What follows belongs to an exercise in optimizing a design on an open flow for small area and a short achievable clock period; a production flow would make more cautious choices. Function was checked by simulation only, so behaviour that the tests miss may differ from the original. The flow treats the clock pin as an ideal source, which a real chip does not have. Power figures rest on the tool's default switching activity, not on a simulated workload.

## flow/design.v

```verilog
`timescale 1ns/1ps
module bus_decoder (
    input  logic        BUS_CLK,
    input  logic        BUS_RST,
    input  logic [15:0] bus_add,
    input  logic        bus_rd,
    input  logic        bus_wr,
    output logic [7:0]  bus_rd_data,
    output logic        sys_rd,
    output logic        sys_wr,
    input  logic [7:0]  sys_rdata,
    output logic        pulse_wr,
    input  logic [7:0]  pulse_rdata,
    output logic        ts_inj_wr,
    input  logic [7:0]  ts_inj_rdata,
    output logic        ts_hor_wr,
    input  logic [7:0]  ts_hor_rdata
);
    localparam logic [15:0] SYS_BASE   = 16'h0300;
    localparam logic [15:0] PULSE_BASE = 16'h0100;
    localparam logic [15:0] TSI_BASE   = 16'h0700;
    localparam logic [15:0] TSH_BASE   = 16'h0900;
    logic sel_sys, sel_pulse, sel_ts_inj, sel_ts_hor;
    assign sel_sys    = bus_add[15:8] == SYS_BASE[15:8];
    assign sel_pulse  = bus_add[15:8] == PULSE_BASE[15:8];
    assign sel_ts_inj = bus_add[15:8] == TSI_BASE[15:8];
    assign sel_ts_hor = bus_add[15:8] == TSH_BASE[15:8];
    assign sys_rd    = bus_rd & sel_sys;
    assign sys_wr    = bus_wr & sel_sys;
    assign pulse_wr  = bus_wr & sel_pulse;
    assign ts_inj_wr = bus_wr & sel_ts_inj;
    assign ts_hor_wr = bus_wr & sel_ts_hor;
    always_ff @(posedge BUS_CLK) begin
        if (BUS_RST)
            bus_rd_data <= 8'h00;
        else if (bus_rd)
            bus_rd_data <= ({8{sel_sys}}    & sys_rdata)
                         | ({8{sel_pulse}}  & pulse_rdata)
                         | ({8{sel_ts_inj}} & ts_inj_rdata)
                         | ({8{sel_ts_hor}} & ts_hor_rdata);
    end
endmodule
`timescale 1ns/1ps
module system_regs (
    input  logic                 BUS_CLK,
    input  logic                 BUS_RST,
    input  logic                 regs_rd,
    input  logic                 regs_wr,
    input  logic [8-1:0] regs_offset,
    input  logic [7:0]           regs_wdata,
    output logic [7:0]           regs_rdata,
    output logic [28-1:0] ts_now,
    output logic                 resetb_ext,
    output logic [4:0]           led
);
    logic                 configured;
    logic [7:1]           gpio;
    logic [28-1:8] ts_snap;
    logic [28-1:0] ts_carry;
    assign ts_carry[0] = 1'b1;
    for (genvar i = 1; i < 28; i++) begin : g_carry
        assign ts_carry[i] = &ts_now[i-1:0];
    end
    logic [28-1:0] ts_toggle;
    assign ts_toggle = ts_carry & {28{~BUS_RST}};
    always_ff @(posedge BUS_CLK) begin
        if (BUS_RST)
            ts_now <= '0;
        else
            ts_now <= ts_now ^ ts_toggle;
    end
    always_ff @(posedge BUS_CLK) begin
        if (BUS_RST) begin
            configured <= 1'b0;
            gpio       <= '0;
            resetb_ext <= 1'b1;
        end else if (regs_wr) begin
            if (regs_offset == 8'd5)
                configured <= regs_wdata[0];
            if (regs_offset == 8'd8) begin
                gpio       <= regs_wdata[7:1];
                resetb_ext <= ~regs_wdata[0];
            end
        end
    end
    always_ff @(posedge BUS_CLK) begin
        if (regs_rd && regs_offset == 8'd12)
            ts_snap <= ts_now[28-1:8];
    end
    assign led = gpio[5:1];
    always_comb begin
        case (regs_offset)
            8'd0:            regs_rdata = 8'd1;
            8'd1:              regs_rdata = 8'd0;
            8'd2:              regs_rdata = 8'd1;
            8'd3:              regs_rdata = 8'd0;
            8'd4:         regs_rdata = {7'b0, configured};
            8'd8:               regs_rdata = {gpio, ~resetb_ext};
            8'd12:          regs_rdata = ts_now[7:0];
            8'd12 + 8'd1:   regs_rdata = ts_snap[15:8];
            8'd12 + 8'd2:   regs_rdata = ts_snap[23:16];
            8'd12 + 8'd3:   regs_rdata = {4'b0, ts_snap[27:24]};
            default:                     regs_rdata = 8'h00;
        endcase
    end
endmodule
`timescale 1ns/1ps
module pulse_gen (
    input  logic     BUS_CLK,
    input  logic     BUS_RST,
    input  logic     regs_wr,
    input  logic [8-1:0] regs_offset,
    input  logic [7:0] regs_wdata,
    output logic [7:0] regs_rdata,
    input  logic     trig_in,
    output logic     pulse
);
    logic [7:0] delay;
    logic [7:0] width;
    logic       ext_en;
    logic       busy;
    logic [7:0] cnt;
    logic [7:0] cnt_dec;
    logic [7:0] borrow;
    logic       start;
    logic       last;
    assign start = (regs_wr && regs_offset == 8'd0) || (trig_in && ext_en);
    assign last  = (cnt[7:1] == 7'd0) && (cnt[0] == pulse);
    assign borrow[0] = 1'b1;
    for (genvar i = 1; i < 8; i++) begin : g_borrow
        assign borrow[i] = ~|cnt[i-1:0];
    end
    assign cnt_dec = cnt ^ (borrow & {8{busy}});
    always_ff @(posedge BUS_CLK) begin
        if (BUS_RST) begin
            delay  <= 8'h00;
            width  <= 8'h00;
            ext_en <= 1'b0;
        end else if (regs_wr) begin
            if (regs_offset == 8'd1)
                delay <= regs_wdata;
            if (regs_offset == 8'd2)
                width <= regs_wdata;
            if (regs_offset == 8'd3)
                ext_en <= regs_wdata[0];
        end
    end
    always_ff @(posedge BUS_CLK) begin
        if (BUS_RST) begin
            busy  <= 1'b0;
            pulse <= 1'b0;
        end else if (!busy) begin
            if (start && width != 8'h00)
                busy <= 1'b1;
        end else if (last) begin
            busy  <= ~pulse;
            pulse <= ~pulse;
        end
    end
    always_ff @(posedge BUS_CLK) begin
        if (!busy)
            cnt <= delay;
        else if (last)
            cnt <= width;
        else
            cnt <= cnt_dec;
    end
    always_comb begin
        case (regs_offset)
            8'd0: regs_rdata = {7'b0, ~busy};
            8'd1: regs_rdata = delay;
            8'd2: regs_rdata = width;
            8'd3:  regs_rdata = {7'b0, ext_en};
            default:          regs_rdata = 8'h00;
        endcase
    end
endmodule
`timescale 1ns/1ps
module edge_timestamper (
    input  logic                 BUS_CLK,
    input  logic                 BUS_RST,
    input  logic                 regs_wr,
    input  logic [8-1:0] regs_offset,
    input  logic [7:0]           regs_wdata,
    output logic [7:0]           regs_rdata,
    input  logic                 di,
    input  logic [28-1:0] ts_now,
    input  logic                 fifo_read,
    output logic                 fifo_empty,
    output logic [8-1:0] fifo_head,
    output logic [8*28-1:0] fifo_mem
);
    localparam int D = 8;
    localparam int W = 28;
    logic [1:0]    di_sync;
    logic          di_prev;
    logic          rise;
    logic          enable;
    logic [7:0]    lost;
    logic [D:0]    occ;
    logic [7:0]    lost_inc;
    logic [7:0]    lost_carry;
    logic          lost_en;
    logic          full;
    logic          push;
    logic          pop;
    always_ff @(posedge BUS_CLK) begin
        if (BUS_RST) begin
            di_sync <= 2'b00;
            di_prev <= 1'b0;
        end else begin
            di_sync <= {di_sync[0], di};
            di_prev <= di_sync[1];
        end
    end
    assign rise       = di_sync[1] & ~di_prev;
    assign full       = occ[D];
    assign fifo_empty = occ[0];
    assign push       = rise & enable & ~full;
    assign pop        = fifo_read;
    assign fifo_head  = occ[D:1];
    always_ff @(posedge BUS_CLK) begin
        if (push)
            fifo_mem <= {fifo_mem[(D-1)*W-1:0], ts_now};
    end
    always_ff @(posedge BUS_CLK) begin
        if (BUS_RST)
            occ <= (D+1)'(1);
        else
            occ <= push ? (pop ? occ : {occ[D-1:0], 1'b0})
                        : (pop ? {1'b0, occ[D:1]} : occ);
    end
    assign lost_en = rise & enable & full & (lost != 8'hFF);
    assign lost_carry[0] = 1'b1;
    for (genvar i = 1; i < 8; i++) begin : g_carry
        assign lost_carry[i] = &lost[i-1:0];
    end
    assign lost_inc = lost ^ (lost_carry & {8{lost_en}});
    always_ff @(posedge BUS_CLK) begin
        if (BUS_RST) begin
            enable <= 1'b0;
            lost   <= 8'h00;
        end else begin
            if (regs_wr && regs_offset == 8'd0)
                enable <= regs_wdata[0];
            if (regs_wr && regs_offset == 8'd1)
                lost <= 8'h00;
            else
                lost <= lost_inc;
        end
    end
    always_comb begin
        case (regs_offset)
            8'd0: regs_rdata = {7'b0, enable};
            8'd1:   regs_rdata = lost;
            default:        regs_rdata = 8'h00;
        endcase
    end
endmodule
`timescale 1ns/1ps
module rr_arbiter (
    input  logic                      BUS_CLK,
    input  logic                      BUS_RST,
    input  logic [1:0]                src_empty,
    input  logic [8-1:0] src0_head,
    input  logic [8*28-1:0] src0_mem,
    input  logic [8-1:0] src1_head,
    input  logic [8*28-1:0] src1_mem,
    output logic [1:0]                src_read,
    input  logic                      arb_ready,
    output logic                      arb_write,
    output logic [31:0]               arb_data
);
    localparam int D = 8;
    localparam int W = 28;
    localparam logic [3:0] ID0 = 4'b0110;
    localparam logic [3:0] ID1 = 4'b0010;
    logic          last0;
    logic          pick1;
    logic          found;
    logic          pop;
    logic [W-1:0]  word0, word1;
    logic [W-1:0]  ts_q;
    assign pick1 = last0 ? ~src_empty[1] : src_empty[0];
    assign found = ~(src_empty[0] & src_empty[1]);
    assign pop   = found & arb_ready;
    assign src_read = {pop & pick1, pop & ~pick1};
    always_comb begin
        word0 = '0;
        word1 = '0;
        for (int i = 0; i < D; i++) begin
            word0 = word0 | ({W{src0_head[i]}} & src0_mem[i*W +: W]);
            word1 = word1 | ({W{src1_head[i]}} & src1_mem[i*W +: W]);
        end
    end
    always_ff @(posedge BUS_CLK) begin
        if (BUS_RST) begin
            last0     <= 1'b0;
            arb_write <= 1'b0;
        end else begin
            arb_write <= pop;
            if (pop)
                last0 <= ~pick1;
        end
    end
    always_ff @(posedge BUS_CLK)
        ts_q <= pick1 ? word1 : word0;
    assign arb_data = {last0 ? ID0 : ID1, ts_q};
endmodule
`timescale 1ns/1ps
module daq_core (
    input  logic        BUS_CLK,
    input  logic        BUS_RST,
    input  logic [15:0] bus_add,
    input  logic [7:0]  bus_wr_data,
    output logic [7:0]  bus_rd_data,
    input  logic        bus_rd,
    input  logic        bus_wr,
    input  logic        trig_in,
    input  logic        inj_loop_in,
    input  logic        hitor_in,
    output logic        inj_pulse,
    output logic        resetb_ext,
    output logic [4:0]  led,
    input  logic        arb_ready,
    output logic        arb_write,
    output logic [31:0] arb_data
);
    localparam int D = 8;
    localparam int W = 28;
    logic [W-1:0]   ts_now;
    logic [1:0]     src_empty;
    logic [1:0]     src_read;
    logic [D-1:0]   head0, head1;
    logic [D*W-1:0] mem0, mem1;
    logic [8-1:0] offset;
    logic       sys_rd, sys_wr, pulse_wr, ts_inj_wr, ts_hor_wr;
    logic [7:0] sys_rdata, pulse_rdata, ts_inj_rdata, ts_hor_rdata;
    assign offset = bus_add[8-1:0];
    bus_decoder bus_decoder0 (
        .BUS_CLK      (BUS_CLK),
        .BUS_RST      (BUS_RST),
        .bus_add      (bus_add),
        .bus_rd       (bus_rd),
        .bus_wr       (bus_wr),
        .bus_rd_data  (bus_rd_data),
        .sys_rd       (sys_rd),
        .sys_wr       (sys_wr),
        .sys_rdata    (sys_rdata),
        .pulse_wr     (pulse_wr),
        .pulse_rdata  (pulse_rdata),
        .ts_inj_wr    (ts_inj_wr),
        .ts_inj_rdata (ts_inj_rdata),
        .ts_hor_wr    (ts_hor_wr),
        .ts_hor_rdata (ts_hor_rdata)
    );
    system_regs system_regs0 (
        .BUS_CLK     (BUS_CLK),
        .BUS_RST     (BUS_RST),
        .regs_rd     (sys_rd),
        .regs_wr     (sys_wr),
        .regs_offset (offset),
        .regs_wdata  (bus_wr_data),
        .regs_rdata  (sys_rdata),
        .ts_now      (ts_now),
        .resetb_ext  (resetb_ext),
        .led         (led)
    );
    pulse_gen pulse_inj (
        .BUS_CLK     (BUS_CLK),
        .BUS_RST     (BUS_RST),
        .regs_wr     (pulse_wr),
        .regs_offset (offset),
        .regs_wdata  (bus_wr_data),
        .regs_rdata  (pulse_rdata),
        .trig_in     (trig_in),
        .pulse       (inj_pulse)
    );
    edge_timestamper ts_inj (
        .BUS_CLK     (BUS_CLK),
        .BUS_RST     (BUS_RST),
        .regs_wr     (ts_inj_wr),
        .regs_offset (offset),
        .regs_wdata  (bus_wr_data),
        .regs_rdata  (ts_inj_rdata),
        .di          (inj_loop_in),
        .ts_now      (ts_now),
        .fifo_read   (src_read[0]),
        .fifo_empty  (src_empty[0]),
        .fifo_head   (head0),
        .fifo_mem    (mem0)
    );
    edge_timestamper ts_hor (
        .BUS_CLK     (BUS_CLK),
        .BUS_RST     (BUS_RST),
        .regs_wr     (ts_hor_wr),
        .regs_offset (offset),
        .regs_wdata  (bus_wr_data),
        .regs_rdata  (ts_hor_rdata),
        .di          (hitor_in),
        .ts_now      (ts_now),
        .fifo_read   (src_read[1]),
        .fifo_empty  (src_empty[1]),
        .fifo_head   (head1),
        .fifo_mem    (mem1)
    );
    rr_arbiter rr_arbiter0 (
        .BUS_CLK   (BUS_CLK),
        .BUS_RST   (BUS_RST),
        .src_empty (src_empty),
        .src0_head (head0),
        .src0_mem  (mem0),
        .src1_head (head1),
        .src1_mem  (mem1),
        .src_read  (src_read),
        .arb_ready (arb_ready),
        .arb_write (arb_write),
        .arb_data  (arb_data)
    );
endmodule
```

## flow/flow/run.sh

```bash
#!/bin/bash
set -euo pipefail
export OWN_FLOW_DIR="$PWD/flow"
export CTS_ARGS="-sink_clustering_enable -repair_clock_nets -sink_clustering_size 30 -sink_clustering_max_diameter 80 -dont_use_dummy_load"
export BUFFER_PORTS_ARGS="-buffer_cell sky130_fd_sc_hd__buf_2"
export POST_GLOBAL_ROUTE_TCL="$OWN_FLOW_DIR/post_grt.tcl"
export POST_CTS_TCL="$OWN_FLOW_DIR/post_cts.tcl"
export DS_LOCAL_MARGIN=1.39
export DS_GLOBAL_MARGIN=1.40
bash standard.sh > standard_flow.log 2>&1
```

## flow/flow/downsize.tcl

```tcl
# Area recovery that keeps timing: swap each cell for the smallest cell of its own
# family (same name up to the drive-strength suffix) that keeps the slack of every
# pin of the cell at or above DS_LOCAL ns and the design's worst slack at or above
# its value before the pass (or DS_GLOBAL ns if that is lower), with no new max-slew
# or max-capacitance violation and the worst hold slack kept above 0.05 ns (or its
# value before the pass if lower). Clock-tree cells, tap and filler cells are left alone.
if {![info exists ::ds_est]} { set ::ds_est {estimate_parasitics -global_routing} }
proc ds_run {local_margin global_margin} {
  set dont_use {}
  if {[info exists ::env(DONT_USE_CELLS)]} { set dont_use $::env(DONT_USE_CELLS) }
  eval $::ds_est
  set wns0 [expr {[sta::worst_slack_cmd max] * 1e9}]
  set gmin [expr {min($wns0, $global_margin)}]
  set hold0 [expr {[sta::worst_slack_cmd min] * 1e9}]
  set hmin [expr {min($hold0, 0.05)}]
  set slew0 [sta::max_slew_violation_count]
  set cap0 [sta::max_capacitance_violation_count]
  # family -> list of {area libcell}
  array set fam {}
  foreach lc [get_lib_cells sky130_fd_sc_hd__*] {
    set n [get_name $lc]
    if {[lsearch -exact $dont_use $n] >= 0} continue
    if {![regexp {^(.*)_([0-9]+)$} $n -> base drv]} continue
    lappend fam($base) [list [get_property $lc area] $n]
  }
  foreach b [array names fam] { set fam($b) [lsort -real -index 0 $fam($b)] }
  set saved 0.0
  set swaps 0
  foreach inst [get_cells *] {
    set ref [get_property $inst ref_name]
    if {![regexp {^(.*)_([0-9]+)$} $ref -> base drv]} continue
    if {[string match "*clkbuf*" $ref] || [string match "*clkinv*" $ref] || [string match "*tap*" $ref] || [string match "*fill*" $ref] || [string match "*decap*" $ref] || [string match "*conb*" $ref]} continue
    if {![info exists fam($base)]} continue
    set iname [get_full_name $inst]
    if {[string match "clk*" $iname]} continue
    set a0 [get_property [get_lib_cells $ref] area]
    foreach cand $fam($base) {
      lassign $cand a n
      if {$a >= $a0} break
      replace_cell $inst $n
      eval $::ds_est
      set ok 1
      foreach p [get_pins -of_objects $inst] {
        set s [get_property $p slack_max]
        if {$s ne "" && $s < $local_margin} { set ok 0; break }
      }
      if {$ok && [sta::worst_slack_cmd max] * 1e9 < $gmin} { set ok 0 }
      if {$ok && [sta::worst_slack_cmd min] * 1e9 < $hmin} { set ok 0 }
      if {$ok && ([sta::max_slew_violation_count] > $slew0 || [sta::max_capacitance_violation_count] > $cap0)} { set ok 0 }
      if {$ok} {
        set saved [expr {$saved + $a0 - $a}]
        incr swaps
        break
      }
      replace_cell $inst $ref
      eval $::ds_est
    }
  }
  puts "downsize: $swaps cells, [format %.1f $saved] um2 saved, worst slack [format %.3f [expr {[sta::worst_slack_cmd max]*1e9}]] (was [format %.3f $wns0]), worst hold slack [format %.3f [expr {[sta::worst_slack_cmd min]*1e9}]], slew/cap violations [sta::max_slew_violation_count]/[sta::max_capacitance_violation_count]"
}
```

## flow/flow/post_cts.tcl

```tcl
# Hook run by ORFS's cts.tcl after its timing repair (POST_CTS_TCL): take out repair
# buffers that timing no longer needs (placement parasitics).
source $::env(OWN_FLOW_DIR)/unbuffer.tcl
ub_run $::env(DS_LOCAL_MARGIN) {estimate_parasitics -placement}
report_design_area
```

## flow/flow/post_grt.tcl

```tcl
# Hook run by ORFS's global_route.tcl after its timing repair (POST_GLOBAL_ROUTE_TCL):
# recover area on cells with slack to spare, then reroute the touched nets and
# rewrite the route guides for detailed routing.
source $::env(OWN_FLOW_DIR)/downsize.tcl
set ::ds_est {estimate_parasitics -global_routing}
global_route -start_incremental
ds_run $::env(DS_LOCAL_MARGIN) $::env(DS_GLOBAL_MARGIN)
global_route -end_incremental
estimate_parasitics -global_routing
report_worst_slack
report_design_area
write_guides $::env(RESULTS_DIR)/route.guide
```

## flow/flow/unbuffer.tcl

```tcl
# Remove timing-repair buffers that are no longer needed: a buffer (not a port or
# clock buffer) is taken out, its loads moved to its input net, when every former
# load pin keeps at least the given setup slack, the worst setup slack does not drop,
# the worst hold slack stays above 0.05 ns (or its value before, if lower), and no
# new max-slew or max-capacitance violation appears. Otherwise the buffer is put back.
proc ub_run {local_margin est_cmd} {
  set block [ord::get_db_block]
  eval $est_cmd
  set wns0 [expr {[sta::worst_slack_cmd max] * 1e9}]
  set hold0 [expr {[sta::worst_slack_cmd min] * 1e9}]
  set hmin [expr {min($hold0, 0.05)}]
  set slew0 [sta::max_slew_violation_count]
  set cap0 [sta::max_capacitance_violation_count]
  set removed 0
  set saved 0.0
  foreach inst [$block getInsts] {
    set master [$inst getMaster]
    set mname [$master getName]
    if {![regexp {^sky130_fd_sc_hd__buf_[0-9]+$} $mname]} continue
    set iname [$inst getName]
    if {[string match "input*" $iname] || [string match "output*" $iname] || [string match "clk*" $iname]} continue
    set a [$inst findITerm A]
    set x [$inst findITerm X]
    set in_net [$a getNet]
    set out_net [$x getNet]
    if {$in_net eq "NULL" || $out_net eq "NULL"} continue
    if {[llength [$out_net getBTerms]] > 0} continue
    if {[$in_net getSigType] ne "SIGNAL" || [$out_net getSigType] ne "SIGNAL"} continue
    set loads {}
    foreach it [$out_net getITerms] {
      if {[$it getInst] ne $inst} { lappend loads $it }
    }
    set area [expr {[$master getWidth] * [$master getHeight] / 1e6}]
    foreach it $loads { $it disconnect; $it connect $in_net }
    $a disconnect
    $x disconnect
    eval $est_cmd
    set ok 1
    foreach it $loads {
      set s [get_property [get_pins [$it getName]] slack_max]
      if {$s ne "" && $s < $local_margin} { set ok 0; break }
    }
    if {$ok && [sta::worst_slack_cmd max] * 1e9 < $wns0 - 1e-4} { set ok 0 }
    if {$ok && [sta::worst_slack_cmd min] * 1e9 < $hmin} { set ok 0 }
    if {$ok && ([sta::max_slew_violation_count] > $slew0 || [sta::max_capacitance_violation_count] > $cap0)} { set ok 0 }
    if {$ok} {
      odb::dbInst_destroy $inst
      odb::dbNet_destroy $out_net
      incr removed
      set saved [expr {$saved + $area}]
    } else {
      foreach it $loads { $it disconnect; $it connect $out_net }
      $a connect $in_net
      $x connect $out_net
      eval $est_cmd
    }
  }
  puts "unbuffer: $removed buffers removed, [format %.1f $saved] um2 saved, worst slack [format %.3f [expr {[sta::worst_slack_cmd max]*1e9}]] (was [format %.3f $wns0])"
}
```

## flow/standard.sh

```bash
#!/bin/bash
# synth_recipe.tcl (not shown) runs the flow's synth.tcl, then flattens the netlist and writes it again
# the make line also repeats each setting of config.mk as NAME=value (left out here)
make -C /OpenROAD-flow-scripts/flow DESIGN_CONFIG=/design/flow/config.mk WORK_HOME=/design/flow/orfs CLKGATE_MAP_FILE= SYNTH_SCRIPT=/design/flow/synth_recipe.tcl "${@:-finish}"
```

## flow/config.mk

```make
export PLATFORM = sky130hd
export DESIGN_NAME = daq_core
export DESIGN_NICKNAME = daq_core
export VERILOG_FILES = /design/flow/design.v
export SDC_FILE = /design/flow/constraint.sdc
export NUM_CORES = 4
export LEC_CHECK = 0
export CAP_MARGIN = 20
export CORE_MARGIN = 2
export CORE_UTILIZATION = 65
export CTS_CLUSTER_DIAMETER = 80
export CTS_CLUSTER_SIZE = 30
export SETUP_SLACK_MARGIN = 1.4
export SLEW_MARGIN = 20
```

## flow/constraint.sdc

```tcl
create_clock -name core_clock -period 3.0 [get_ports {BUS_CLK}]
set_input_delay 0.6000 -clock core_clock [delete_from_list [all_inputs] [get_ports {BUS_CLK}]]
set_output_delay 0.6000 -clock core_clock [all_outputs]
set_load 0.01 [all_outputs]
```

==> run_results.csv, run 1 <==
group,metric,value,unit
sta,final-hold-violation-count,0,
critical_path,critPathRequiredTime,3450,ps
floorplan,placementRows,68,
sta,slew_headroom,52.63,%
route,dr.pass1.iters,5,
global_route,antenna_found_initial,0,
route,wl,56170,µm
place,gp_congestion,0.9281,
synth,synthDistinctLibCells,64,
route,drt_iter0_drc,1641,
sta,min_period,1707,ps
synth,ys_seq_area_share,74.25,%
synth,synth_edf_count,468,
power_and_ir_drop,power_density,508.6,nW/µm²
route,num_vias,14364,
sta,skew,50.93,ps
critical_path,critPathMaxFanout,4,
route,wl_per_cell,26.54,µm
place,hpwl,33600,µm
layout,mostFrequentLayoutCell,"edfxtp_1",
synth,synthArstFlopShare,0,%
status,status,"no timing/DRC/antenna violations",
synth,ys_warn_count,5,
layout,fillers,2176,
sta,slew_viol_final,0,
power_and_ir_drop,power_leakage,8.385,nW
layout,final_nets,1699,
power_and_ir_drop,ir_worst_vdd,0.4724,mV
sta,timing.fmax,0.5859,GHz
layout,final_area,25820,µm²
floorplan,die_w,191.3,µm
floorplan,coreArea,34540,µm²
floorplan,num_io_pins,80,
layout,regArea,17090,µm²
clock_tree,clock-sinks,612,
synth,syn-cell-area,22810,µm²
global_route,grt_pass1_vias,13511,
layout,syn2layout_area_growth,13.20,%
sta,setup_viol,0,
floorplan,initial_core_util,66.03,%
layout,drive_above_1_share,20.11,%
global_route,grt_remaining_overflow,0,
layout,multi_input_area,5896,µm²
hold_path,hp-class,"primary input to flop",
route,drt-vias-per-instance,6.788,
place,place_area,23950,µm²
layout,layout_common_cells,"edfxtp_1, a22oi_1, nor2_1, dfxtp_1",
clock_tree,cts_tree,"yes",
layout,n_antenna_cell,0,
synth,syn_area_per_cell,14.96,µm²
clock_tree,clock_latency,590,ps
sta,period_share,56.89,%
sta,worstMarginPinSlew,710.5,ps
sta,fin_worst_hold_slack,222.2,ps
route,drc,0,
synth,synth.ff_latch_count,612,
floorplan,fp.dieArea,36610,µm²
route,ant_nets,0,
critical_path,start_kind,"flop",
global_route,track_usage,29.85,%
critical_path,cp.arrival,2150,ps
critical_path,critical_path_class,"flop to flop",
clock_tree,clk_pin_slew,110,ps
place,io_buffers,76,
global_route,grt_max_degree,79,
flow_run,drv_cap,0,
floorplan,die_h,191.3,µm
global_route,grt_first_pass_wirelength,81540,µm
synth,synthCells,1525,
critical_path,end_kind,"flop",
synth,yosys_most_used_dff,"edfxtp_1",
## worst paths after layout
path	start	to	slack (ps)	cells after the start
hold reg to reg	ts_inj.fifo_mem[128]	ts_inj.fifo_mem[156]	430	0
setup reg to reg	system_regs0.ts_now[13]	system_regs0.ts_now[17]	1290	6
hold / removal	inj_loop_in	ts_inj.di_sync[0]	220	2
setup / recovery	system_regs0.ts_now[13]	system_regs0.ts_now[17]	1290	6
## metrics by stage
stage          worst slack [ps]  power (W)  TNS, ps  std cells  utilization [%]
3_3_place_gp              485.1   0.009373        0       2008            69.33
3_5_place_dp              451.6   0.009377        0       2008            69.33
6_report                   1293    0.01313        0       2116            74.75
2_1_floorplan            -403.1   0.009298    -4285       1526                -
## power breakdown
group,switching (W),internal (W),leakage [nW]
Sequential,0.00000810,0.00897,5.38
Combinational,0.000136,0.0000715,2.68
Clock,0.00239,0.00156,0.320
## synth_stat cells (23+ instances only)
master,number,area (µm²)
edfxtp_1,468,14050
dfxtp_1,144,2883
a22oi_1,134,1006
nor2_1,126,473.0
clkbuf_1,78,292.8
a221oi_1,56,490.5
a22o_1,56,490.5
nand2_1,51,191.4
a21oi_1,38,190.2
mux2i_1,38,380.4
nand4_1,37,231.5
a31oi_1,33,206.5
nand3_1,31,155.2
nor3_1,25,125.1
xnor2_1,23,201.4
## registers in the layout, indices dropped and copies added (netlist names), 2 cells and up
register	count
ts_hor.fifo_mem	224
ts_inj.fifo_mem	224
rr_arbiter0.ts_q	28
system_regs0.ts_now	28
system_regs0.ts_snap	20
ts_hor.occ	9
ts_inj.occ	9
bus_decoder0.bus_rd_data	8
pulse_inj.cnt	8
pulse_inj.delay	8
pulse_inj.width	8
ts_hor.lost	8
ts_inj.lost	8
system_regs0.gpio	7
ts_hor.di_sync	2
ts_inj.di_sync	2
## metal layers
layer  up-vias  track usage [%]  share of wire, %
li1       6274                -                 -
met1      7227            43.33                40
met2       763            48.36                48
met3       100            3.103               7.9
met4         0            9.142               3.5
met5         -                0                 0
## worst max-delay path: stages, from the launching register on
cell	delay, ps
dfxtp_4	360
nand2_2	50
or3_4	430
nor3_4	260
buf_6	160
nand2_1	50
mux2_2	270
## layout make-up
class                   instances  share of cell area [%]
inverters                      16                  0.2471
multi-input cells             809                   22.83
flip-flops and latches        612                   66.18
repair buffers                198                   6.018
clock buffers                  26                   2.520
well taps                     455                   2.205
## cells by family (layout without fill, tap and decap cells)
logic type      Yosys count  count (layout)  share of synthesized area [%]
mux                      47              47                          2.161
other cells               2               3                        0.03293
buf+inv                 108             240                          1.964
fa+ha+maj                 4               4                         0.2194
flops                   612             612                          74.25
compound gates          381             382                          12.41
xor+xnor                 35              35                          1.344
simple gates            336             338                          7.619
==> inputs of run 2 (changes only) <==
--- a/flow/flow/run.sh
+++ b/flow/flow/run.sh
@@ -5,6 +5,6 @@
 export BUFFER_PORTS_ARGS="-buffer_cell sky130_fd_sc_hd__buf_2"
 export POST_GLOBAL_ROUTE_TCL="$OWN_FLOW_DIR/post_grt.tcl"
 export POST_CTS_TCL="$OWN_FLOW_DIR/post_cts.tcl"
-export DS_LOCAL_MARGIN=1.39
+export DS_LOCAL_MARGIN=1.37
 export DS_GLOBAL_MARGIN=1.40
 bash standard.sh > standard_flow.log 2>&1
--- a/flow/flow/downsize.tcl
+++ b/flow/flow/downsize.tcl
@@ -8,7 +8,6 @@
 proc ds_run {local_margin global_margin} {
   set dont_use {}
   if {[info exists ::env(DONT_USE_CELLS)]} { set dont_use $::env(DONT_USE_CELLS) }
-  eval $::ds_est
   set wns0 [expr {[sta::worst_slack_cmd max] * 1e9}]
   set gmin [expr {min($wns0, $global_margin)}]
   set hold0 [expr {[sta::worst_slack_cmd min] * 1e9}]
==> flow/flow/post_cts.tcl (replaced) <==
# Hook run by ORFS's cts.tcl after its timing repair (POST_CTS_TCL): take out repair
# buffers that timing no longer needs, then downsize (placement parasitics).
source $::env(OWN_FLOW_DIR)/unbuffer.tcl
source $::env(OWN_FLOW_DIR)/downsize.tcl
ub_run $::env(DS_LOCAL_MARGIN) {estimate_parasitics -placement}
set ::ds_est {estimate_parasitics -placement}
ds_run $::env(DS_LOCAL_MARGIN) $::env(DS_GLOBAL_MARGIN)
report_design_area
--- a/flow/flow/unbuffer.tcl
+++ b/flow/flow/unbuffer.tcl
@@ -5,7 +5,6 @@
 # new max-slew or max-capacitance violation appears. Otherwise the buffer is put back.
 proc ub_run {local_margin est_cmd} {
   set block [ord::get_db_block]
-  eval $est_cmd
   set wns0 [expr {[sta::worst_slack_cmd max] * 1e9}]
   set hold0 [expr {[sta::worst_slack_cmd min] * 1e9}]
   set hmin [expr {min($hold0, 0.05)}]
==> run 2 against run 1 <==
Combinational power is essentially flat. Setup slack improved by 32 ps. Maximum frequency rose by 1.9%. Count of clock-buffer cells in the layout stayed put. Final cell count is 0.38% higher.
==> run_results.csv, run 2 <==
group,metric,value,unit
clock_tree,cts_tree,"yes",
synth,ys_seq_area_share,74.25,%
critical_path,start_kind,"flop",
global_route,grt_pass1_vias,13646,
layout,syn2layout_area_growth,13.03,%
floorplan,initial_core_util,66.03,%
power_and_ir_drop,ir_worst_vdd,0.4737,mV
sta,fin_ws,1326,ps
route,drt-met1-wl,22750,µm
sta,final-hold-violation-count,0,
route,num_vias,14491,
place,io_buffers,76,
sta,slew_headroom,55.53,%
clock_tree,clock-sinks,612,
synth,ys_warn_count,5,
synth,synth_top_area_cell,"edfxtp_1",
layout,final_cells,2124,
floorplan,placementRows,68,
route,ant_nets,0,
layout,regArea,17060,µm²
route,highest_layer,"met4",
layout,drive_above_1_share,18.82,%
critical_path,cp_cell_sequence,"buf_6",
global_route,track_usage,30.07,%
place,pre_cts_ws,451.6,ps
layout,multi_input_area,5848,µm²
floorplan,die_h,191.3,µm
synth,yosys.area.top_type_share,61.61,%
clock_tree,clock_latency,590,ps
floorplan,num_io_pins,80,
global_route,antenna_found_initial,0,
layout,fillers,2204,
route,drt_iter0_drc,1608,
status,status,"no timing/DRC/antenna violations",
route,dr.pass1.iters,7,
layout,mostFrequentLayoutCell,"edfxtp_1",
route,drc,0,
place,hpwl,33600,µm
critical_path,cp.arrival,1070,ps
critical_path,critical_path_class,"flop to output port",
global_route,grt_remaining_overflow,0,
sta,skew,50.63,ps
route,wl_per_cell,26.86,µm
synth,synth_common_cells,"edfxtp_1, dfxtp_1, a22oi_1, nor2_1, clkbuf_1",
synth,synthCells,1525,
global_route,grt_first_pass_wirelength,82120,µm
synth,syn_area_per_cell,14.96,µm²
hold_path,hp-class,"primary input to flop",
place,gp_congestion,0.9281,
route,wl_met3,4750,µm
clock_tree,clk_pin_slew,110,ps
route,wl,57050,µm
global_route,grt_max_degree,79,
critical_path,path_buf_inv,1,
synth,syn-cell-area,22810,µm²
layout,final_nets,1706,
critical_path,path_delay_family,"flip-flops",
route,wl_met2,27730,µm
route,drt-vias-per-instance,6.823,
sta,slew_viol_final,0,
critical_path,critPathRequiredTime,2400,ps
synth,synthDistinctLibCells,64,
sta,worstMarginPinSlew,657.8,ps
synth,synth_edf_count,468,
sta,min_period,1674,ps
critical_path,end_kind,"output port",
layout,layout_common_cells,"edfxtp_1, a22oi_1, nor2_1, dfxtp_1, buf_1",
place,dp_cells,2008,
critical_path,cpMaxStageDelayCell,"dfxtp_4",
synth,synth_area_leaders,"edfxtp_1, dfxtp_1, a22oi_1",
sta,period_share,55.81,%
synth,synth.most_common_cell,"edfxtp_1",
sta,timing.fmax,0.5973,GHz
sta,fin_tns_setup,0,ps
layout,utilization,74.63,%
power_and_ir_drop,power,0.01314,W
flow_run,drv_cap,0,
synth,synthArstFlopShare,0,%
sta,setup_viol,0,
synth,synth.ff_latch_count,612,
floorplan,coreArea,34540,µm²
power_and_ir_drop,power_leakage,8.388,nW
critical_path,critical_path.max_stage_delay,370,ps
synth,yosys_most_used_dff,"edfxtp_1",
floorplan,fp.dieArea,36610,µm²
layout,largestRegisters,"ts_hor.fifo_mem: 224 flops, ts_inj.fifo_mem: 224 flops",
critical_path,critPathMaxFanout,2,
power_and_ir_drop,power_density,509.6,nW/µm²
floorplan,die_w,191.3,µm
-- run 2: cell counts after synthesis --
No cell type changed its count.
-- run 2: stage by stage --
step           cell area (µm²)  hold WS, ps
3_5_place_dp             23950        433.4
6_report                 25780        223.2
2_1_floorplan            23030        413.8
3_3_place_gp             23950        422.6
-- run 2: area by class of cell --
cell class | count | area share, %
Sequential cell | 612 | 66.17
Timing Repair Buffer | 205 | 6.154
Clock buffer | 26 | 2.524
Inverter | 16 | 0.2475
Antenna cell | 1 | 0.009706
Multi-Input combinational cell | 809 | 22.68
Tap cell | 455 | 2.208
-- run 2: path summary, 6_finish.rpt --
kind | startpoint | end | slack (ps) | cells past startpoint
worst max-delay path | rr_arbiter0.last0 | arb_data[30] | 1330 | 1
worst min-delay path | inj_loop_in | ts_inj.di_sync[0] | 220 | 2
worst max register to register | system_regs0.ts_now[0] | system_regs0.ts_now[17] | 1340 | 7
worst min register to register | ts_inj.fifo_mem[128] | ts_inj.fifo_mem[156] | 430 | 0
-- run 2: kinds of logic (layout without fill, tap and decap cells) --
| kind of cell | count (synthesis) | after routing | share of synthesized area (%) |
|---|---|---|---|
| DFF | 612 | 612 | 74.25 |
| and+or+nand+nor | 336 | 338 | 7.619 |
| muxes | 47 | 47 | 2.161 |
| buffers and inverters | 108 | 247 | 1.964 |
| AOI/OAI and AO/OA | 381 | 382 | 12.41 |
| other | 2 | 4 | 0.03293 |
| adders and majority gates | 4 | 4 | 0.2194 |
| xor gates and xnor gates | 35 | 35 | 1.344 |
-- run 2: layer usage --
metal	vias to the layer above	track usage, %
li1	6293	-
met3	98	3.286
met1	7281	43.33
met5	-	0
met2	819	49.08
met4	0	8.905
-- run 2: power breakdown --
| part | internal [W] | switching (W) | total (W) |
|---|---|---|---|
| sequential | 0.00898 | 0.00000772 | 0.00899 |
| clock | 0.00156 | 0.00239 | 0.00394 |
| combinational | 0.0000704 | 0.000136 | 0.000207 |
==> inputs of run 3 (changes only) <==
--- a/flow/flow/downsize.tcl
+++ b/flow/flow/downsize.tcl
@@ -8,6 +8,7 @@
 proc ds_run {local_margin global_margin} {
   set dont_use {}
   if {[info exists ::env(DONT_USE_CELLS)]} { set dont_use $::env(DONT_USE_CELLS) }
+  eval $::ds_est
   set wns0 [expr {[sta::worst_slack_cmd max] * 1e9}]
   set gmin [expr {min($wns0, $global_margin)}]
   set hold0 [expr {[sta::worst_slack_cmd min] * 1e9}]
--- a/flow/flow/unbuffer.tcl
+++ b/flow/flow/unbuffer.tcl
@@ -5,6 +5,7 @@
 # new max-slew or max-capacitance violation appears. Otherwise the buffer is put back.
 proc ub_run {local_margin est_cmd} {
   set block [ord::get_db_block]
+  eval $est_cmd
   set wns0 [expr {[sta::worst_slack_cmd max] * 1e9}]
   set hold0 [expr {[sta::worst_slack_cmd min] * 1e9}]
   set hmin [expr {min($hold0, 0.05)}]
==> run 3 against run 2 <==
Still clean. Synthesized area is the same. Global-route usage shrank 0.23 points. Critical path depth grew 5. Core utilization shrank 0.40 points. Clock power is essentially flat. Register-to-register slack lost 20 ps. Worst hold slack lost 0.76 ps. Die area is the same. Maximum frequency shrank 0.63%. Power is essentially flat. Count of clock-buffer cells in the layout is the same. Flip-flop and latch count is the same. Critical path type is now flop to flop.
==> run_results.csv, run 3 <==
group,metric,value,unit
hold_path,hp-class,"primary input to flop",
global_route,grtUsageMet1,43.31,%
layout,largestRegisters,"ts_hor.fifo_mem: 224 flops, ts_inj.fifo_mem: 224 flops",
synth,synthDistinctLibCells,64,
floorplan,fp.dieArea,36610,µm²
power_and_ir_drop,power_density,512.3,nW/µm²
power_and_ir_drop,power,0.01314,W
sta,fin_tns_setup,0,ps
synth,synth_top_family_by_area,"compound AO/OA/AOI/OAI gates",
clock_tree,clk_pin_slew,110,ps
sta,setup_viol,0,
synth,ys_warn_count,5,
global_route,grt_max_degree,79,
clock_tree,clock-sinks,612,
synth,ys_seq_area_share,74.25,%
sta,timing.fmax,0.5935,GHz
layout,n_antenna_cell,0,
critical_path,cp.arrival,2130,ps
route,drt_iter0_drc,1664,
floorplan,die_h,191.3,µm
layout,fillers,2215,
floorplan,die_w,191.3,µm
layout,drive_above_1_share,18.20,%
sta,period_share,56.16,%
synth,synth_common_cells,"edfxtp_1, dfxtp_1, a22oi_1, nor2_1, clkbuf_1",
synth,yosys.area_share.xor_xnor,1.344,%
synth,synth.most_common_cell,"edfxtp_1",
clock_tree,cts_tree,"yes",
place,io_buffers,76,
global_route,grt_first_pass_wirelength,81540,µm
synth,synthSimpleGateAreaFrac,7.619,%
synth,synth.ff_latch_count,612,
sta,slew_viol_final,0,
synth,yosys.area.top_type_share,61.61,%
layout,final_cells,2114,
synth,synth_top_area_cell,"edfxtp_1",
critical_path,critical_path_class,"flop to flop",
layout,syn2layout_area_growth,12.42,%
status,status,"no timing/DRC/antenna violations",
synth,synth_fa_ha_area_share,0.2194,%
global_route,grt_remaining_overflow,0,
global_route,track_usage,29.84,%
sta,skew,52.84,ps
synth,synth_edf_count,468,
route,wl,56710,µm
clock_tree,clock_latency,590,ps
sta,worstMarginPinSlew,705.2,ps
place,dp_cells,2008,
synth,synthCells,1525,
synth,yosys_most_used_dff,"edfxtp_1",
route,drt-vias-per-instance,6.857,
global_route,use_met2,48.32,%
place,hpwl,33600,µm
layout,mostFrequentLayoutCell,"edfxtp_1",
floorplan,coreArea,34540,µm²
flow_run,drv_cap,0,
sta,fin_worst_hold_slack,222.5,ps
sta,slew_headroom,52.32,%
floorplan,num_io_pins,80,
place,gp_congestion,0.9281,
route,num_vias,14496,
critical_path,critPathMaxFanout,4,
synth,syn_area_per_cell,14.96,µm²
critical_path,end_kind,"flop",
route,wl_per_cell,26.83,µm
power_and_ir_drop,ir_worst_vdd,0.4741,mV
layout,layout_common_cells,"edfxtp_1, a22oi_1, nor2_1, dfxtp_1, buf_1",
route,ant_nets,0,
synth,synthArstFlopShare,0,%
sta,final-hold-violation-count,0,
route,drc,0,
global_route,grt_use_met3,3.103,%
floorplan,placementRows,68,
layout,final_nets,1697,
sta,min_period,1685,ps
synth,syn-cell-area,22810,µm²
global_route,antenna_found_initial,0,
synth,synth_compound_area_share,12.41,%
global_route,gr-max-usage-layer,"met2",
floorplan,initial_core_util,66.03,%
global_route,grt_pass1_vias,13502,
critical_path,start_kind,"flop",
route,dr.pass1.iters,6,
power_and_ir_drop,power_leakage,8.310,nW
synth,synth_area_leaders,"edfxtp_1, dfxtp_1, a22oi_1",
synth,synthMuxAreaShare,2.161,%
critical_path,critPathRequiredTime,3450,ps
## run 3: cell count changes in the layout (fill, tap and decap cells not counted), moves of 5 or more
cell,change
buf_1,-6
buf_6,-5
dfxtp_2,-5
dfxtp_4,+5
## run 3: through the flow
| stage | util, % | worst slack (ps) | area [µm²] |
|---|---|---|---|
| 3_3_place_gp | 69.33 | 485.1 | 23950 |
| 2_1_floorplan | - | -403.1 | 23030 |
| 3_5_place_dp | 69.33 | 451.6 | 23950 |
| 6_report | 74.23 | 1315 | 25640 |
## run 3: final cells by class
cell class	instances	area, µm²	share of cell area (%)
sequential	612	17070	66.58
inverter	16	63.81	0.2489
clock buffer	26	650.6	2.537
tap	455	569.3	2.220
multi-input combinational	809	5797	22.61
timing repair buffer	196	1489	5.807
## run 3: worst max-delay path: stages, from the launching register on
cell     delay, ps
dfxtp_4        360
nand2_2         40
or3_4          430
nor3_4         260
buf_6          150
nand2_1         50
mux2_2         260
## run 3: worst paths after layout
check	start	to	slack (ps)	cells past startpoint
worst max-delay path	system_regs0.ts_now[13]	system_regs0.ts_now[17]	1320	6
worst min-delay path	inj_loop_in	ts_inj.di_sync[0]	220	2
worst max register to register	system_regs0.ts_now[13]	system_regs0.ts_now[17]	1320	6
worst min register to register	ts_inj.fifo_mem[72]	ts_inj.fifo_mem[100]	430	0
## run 3: cell families (layout without fill, tap and decap cells)
| family | after synthesis | in the layout |
|---|---|---|
| AO/OA/AOI/OAI | 381 | 382 |
| AND/OR/NAND/NOR | 336 | 338 |
| XOR/XNOR | 35 | 35 |
| buffers and inverters | 108 | 238 |
| multiplexers | 47 | 47 |
| adder cells (fa/ha/maj) | 4 | 4 |
| other | 2 | 3 |
| flip-flops | 612 | 612 |
## run 3: report_power, final
part	internal [W]	switching [W]	total, W	leakage, nW
Combinational	0.0000673	0.000131	0.000198	2.61
Clock	0.00156	0.00240	0.00396	0.320
Sequential	0.00897	0.00000844	0.00898	5.38
## run 3: per-layer routing
metal	wire length [µm]	vias to the layer above
met5	0	-
met3	4622	102
met4	1906	0
met1	22790	7306
met2	27400	820
li1	-	6268

static timing again, ports no longer ideal:
The flow's constraints put no driver on any port. The routed layouts listed below were extracted and timed again, unchanged, in two steps.
Step 1: set_driving_cell puts a clkbuf_16 on BUS_CLK and a buf_2 on each other input, an assumption about the parent block.
Step 2, shift: input delay + t, output delay - t, t = (earliest + latest rising clock arrival at the registers) / 2. This alone moves slack from input paths to output paths.
a / b / c = ideal ports / drivers / drivers and shift; a / b = the first two.
run | t (ns) | setup slack, ns | worst hold slack (ns) | slew at the worst register clock pin (ns) | worst data-port slew with drivers (ns)
run 1 | 0.617 | 1.293 / 1.270 / 0.806 | 0.222 / 0.193 / 0.430 | 0.11 / 0.11 | 0.04
run 2 | 0.615 | 1.326 / 1.271 / 0.790 | 0.223 / 0.194 / 0.430 | 0.11 / 0.11 | 0.04
run 3 | 0.618 | 1.315 / 1.270 / 0.797 | 0.222 / 0.193 / 0.432 | 0.11 / 0.11 | 0.04
After both steps every run listed still meets setup and hold. For run 2, which loses most, drivers alone change the setup slack by -0.055 ns; drivers and shift together by -0.536 ns.
